Source: an optimization exercise on an open RTL-to-GDS flow (aim: small area, a short achievable clock period and few clock cycles per item). Production flows keep margins and buffers that such runs may drop. In this exercise RTL edits were held to simulation tests only and were not proved equivalent to the original. Power and IR drop assume default switching activity.

== run 1 ==
Design exec_unit, start of the top module:
module exec_unit (
  input  logic        clk,
  input  logic        reset,
  input  logic        valid_in,
  input  logic [3:0]  Aluop,
  input  logic [1:0]  SHTOp,
  input  logic [31:0] srca,
  input  logic [31:0] srcb,
  input  logic [4:0]  shamt,
  input  logic        shvar,
  input  logic        mfhi,
  input  logic        mflo,
  output logic [31:0] result,
  output logic        valid_out,
  output logic        overflow,
  output logic        busy,
  output logic [31:0] hi,
  output logic [31:0] lo
);
clock: 8.0 ns
lec_check: 0
cap_margin: 20
core_margin: 2
core_utilization: 40
setup_slack_margin: 3.0
slew_margin: 20
tns_end_percent: 5
run.sh (not shown) runs the stock make flow with config.mk's settings and CLKGATE_MAP_FILE= SYNTH_SCRIPT=/design/flow/synth_recipe.tcl, a recipe that flattens the netlist after the stock synthesis.
Although run 1 finished all stages, its layout failed final checks on max-slew violations.
Testbench counts of run 1, summed over its fixed seeds: cycles 5,965, ops 3,216.
What run 2 does differently from run 1 at the input level:
Settings: swapping 3.0 for 2.5 in SETUP_SLACK_MARGIN.
Notes after the runs:
Run 2 reached the final stage; the timing, design-rule and antenna checks on its layout passed.
Against run 1, run 2 reports a largest vdd supply drop that is lower.
Diode insertion count for antenna repair on run 2 is down relative to run 1.
| net switching power of the design | run 2 vs run 1 | ≈ equal |
Power per unit of standard cell area: run 2 vs run 1 up 0.46%
What run 3 does differently from run 2 at the input level:
Settings: TNS_END_PERCENT: 5 -> unset.
==> flow/flow/run.sh (new file) <==
#!/bin/bash
# The standard layout, with the ports buffered by sky130_fd_sc_hd__buf_2 rather
# than the cell buffer_ports picks by default (a clock delay buffer). The full
# output of the flow goes to flow_standard.log in this folder; ORFS's own
# per-step logs are under orfs/logs/.
set -euo pipefail
bash standard.sh "BUFFER_PORTS_ARGS=-buffer_cell sky130_fd_sc_hd__buf_2" finish > flow_standard.log 2>&1
==> flow/standard.sh (new file) <==
#!/bin/bash
# synth_recipe.tcl (not shown) runs the flow's synth.tcl, then flattens the netlist and writes it again
# the make line also repeats each setting of config.mk as NAME=value (left out here)
make -C /OpenROAD-flow-scripts/flow DESIGN_CONFIG=/design/flow/config.mk WORK_HOME=/design/flow/orfs CLKGATE_MAP_FILE= SYNTH_SCRIPT=/design/flow/synth_recipe.tcl "${@:-finish}"
removed: flow/run.sh
Results
Critical-path cell with the highest stage delay = sky130_fd_sc_hd__edfxtp_1: run 3; critical-path cell with the highest stage delay = sky130_fd_sc_hd__fa_1: run 2. Fraction of area in multi-input gates for run 3: 2.0 points up relative to run 2. The net switching power in run 3 sits 1.8% above the value recorded for run 2. Run 3 has non-clock buffer count below what run 2 had. Looking at minimum clock period across both flows, run 3 is the stronger of the two, with run 2 trailing. The setup slack of run 3 is larger than that of run 2. Comparing run 2 and run 3, the higher portion of total power attributed to the clock network is on run 2.
## Diff of input files: run 4 against run 3
==> flow/run.sh (new file) <==
#!/bin/bash
# synth_recipe.tcl (not shown) runs the flow's synth.tcl, then flattens the netlist and writes it again
# the make line also repeats each setting of config.mk as NAME=value (left out here)
make -C /OpenROAD-flow-scripts/flow DESIGN_CONFIG=/design/flow/config.mk WORK_HOME=/design/flow/orfs CLKGATE_MAP_FILE= SYNTH_SCRIPT=/design/flow/synth_recipe.tcl finish
removed: flow/flow/run.sh
removed: flow/standard.sh
## What came out
The number of cells in the finished layout apart from fillers reported for run 4 is greater than that of run 3 by 33. Going from run 3 to run 4, internal portion of total power up about 2.7%; number of cells on the critical path down 4.0%.


run A:
Another version of the RTL of exec_unit (not shown whole).
Size: ~180 flip-flops, ~180 I/O pins, about 30,000 µm² of cells after synthesis.
clock: 8.0 ns
lec_check: 0
cap_margin: 20
core_margin: 2
core_utilization: 40
setup_slack_margin: 2.5
slew_margin: 20
standard.sh (not shown) runs the stock make flow with config.mk's settings and CLKGATE_MAP_FILE= SYNTH_SCRIPT=/design/flow/synth_recipe.tcl, a recipe that flattens the netlist after the stock synthesis.
==> flow/flow/run.sh <==
#!/bin/bash
# The standard layout, with the ports buffered by sky130_fd_sc_hd__buf_2 rather
# than the cell buffer_ports picks by default (a clock delay buffer). The full
# output of the flow goes to flow_standard.log in this folder; ORFS's own
# per-step logs are under orfs/logs/.
set -euo pipefail
bash standard.sh "BUFFER_PORTS_ARGS=-buffer_cell sky130_fd_sc_hd__buf_2" finish > flow_standard.log 2>&1
Testbench counts of run A, summed over its fixed seeds: cycles 5,965, ops 3,216.
#### Input delta (run B over run A)
# run A
export LEC_CHECK = 0
export CAP_MARGIN = 20
export CORE_MARGIN = 2
export CORE_UTILIZATION = 40
export SETUP_SLACK_MARGIN = 2.5
export SLEW_MARGIN = 20
create_clock -name core_clock -period 8.0 [get_ports {clk}]
# run B
export LEC_CHECK = 0
export CAP_MARGIN = 20
export CORE_MARGIN = 2
export CORE_UTILIZATION = 40
export SETUP_SLACK_MARGIN = 2.5
export SLEW_MARGIN = 20
export TNS_END_PERCENT = 5
create_clock -name core_clock -period 8.0 [get_ports {clk}]
Findings:
Run B: full flow OK, the timing, design-rule and antenna checks passed. In the tables for run B and run A, multi-input logic area reads higher with run A. | wire length of the first global-routing pass | run A vs run B | ≈ equal |. Compared to run A, run B has layout cell share with drive strength beyond 1 1.7 points lower. Between run B and run A, the difference in clock transition at the registers of the reported paths is negligible. Utilization run A -> run B: down. Looking at share of final layout cell area taken by non-clock buffers, run B sits 0.62 points lower than run A does. | fmax | run B vs run A | ≈ equal |.
The following lists how run C was set up differently from run B:
# run B
export LEC_CHECK = 0
export CAP_MARGIN = 20
export CORE_MARGIN = 2
export CORE_UTILIZATION = 40
export SETUP_SLACK_MARGIN = 2.5
export SLEW_MARGIN = 20
export TNS_END_PERCENT = 5
create_clock -name core_clock -period 8.0 [get_ports {clk}]
# run C
export LEC_CHECK = 0
export CAP_MARGIN = 20
export CORE_MARGIN = 2
export CORE_UTILIZATION = 40
export SETUP_SLACK_MARGIN = 2.3
export SLEW_MARGIN = 20
export TNS_END_PERCENT = 5
create_clock -name core_clock -period 8.0 [get_ports {clk}]
Against run B as the reference, run C delivers a lower maximum frequency. Diff run B -> run C: data arrival time of the critical path up 0.17 ns, met2 wirelength from detailed routing down about 0.6%, total wirelength of the detailed-routed design down 0.60%, smallest setup slack after layout down 0.25 ns, power share of the sequential group up 0.6 points. Switching power summed over all nets improves in run C relative to run B. Higher number of nets in the layout goes to run B over run C.

## afterwards: timing with drivers on the ports
How much do the figures lean on ideal ports? The routed layouts below were timed once more, with nothing changed but the port constraints.
Step 1 assumes that a clkbuf_16 drives the clock port and a buf_2 every other input.
Step 2 moves the port delays by t, midway between the first and last clock arrival at a register: inputs arrive t later, outputs are due t later. That takes back most of the time a late clock gives input paths.
Slacks: ideal ports / drivers / drivers and shift; pairs: ideal ports / drivers.
run | t (ns) | slack for setup (ns) | pins driven straight from the clock port
run 1 | 0.579 | 2.255 / 2.289 / 1.713 | 1
run 2 | 0.581 | 2.320 / 2.320 / 1.825 | 1
run 3 | 0.568 | 2.405 / 2.405 / 1.966 | 1
run 4 | 0.584 | 2.323 / 2.323 / 2.017 | 1
run A | 0.589 | 2.420 / 2.468 / 1.879 | 1
run B | 0.578 | 2.425 / 2.425 / 1.872 | 1
run C | 0.584 | 2.178 / 2.178 / 1.818 | 1
For run B, which loses most, drivers alone change the setup slack by 0.000 ns; drivers and shift together by -0.553 ns.
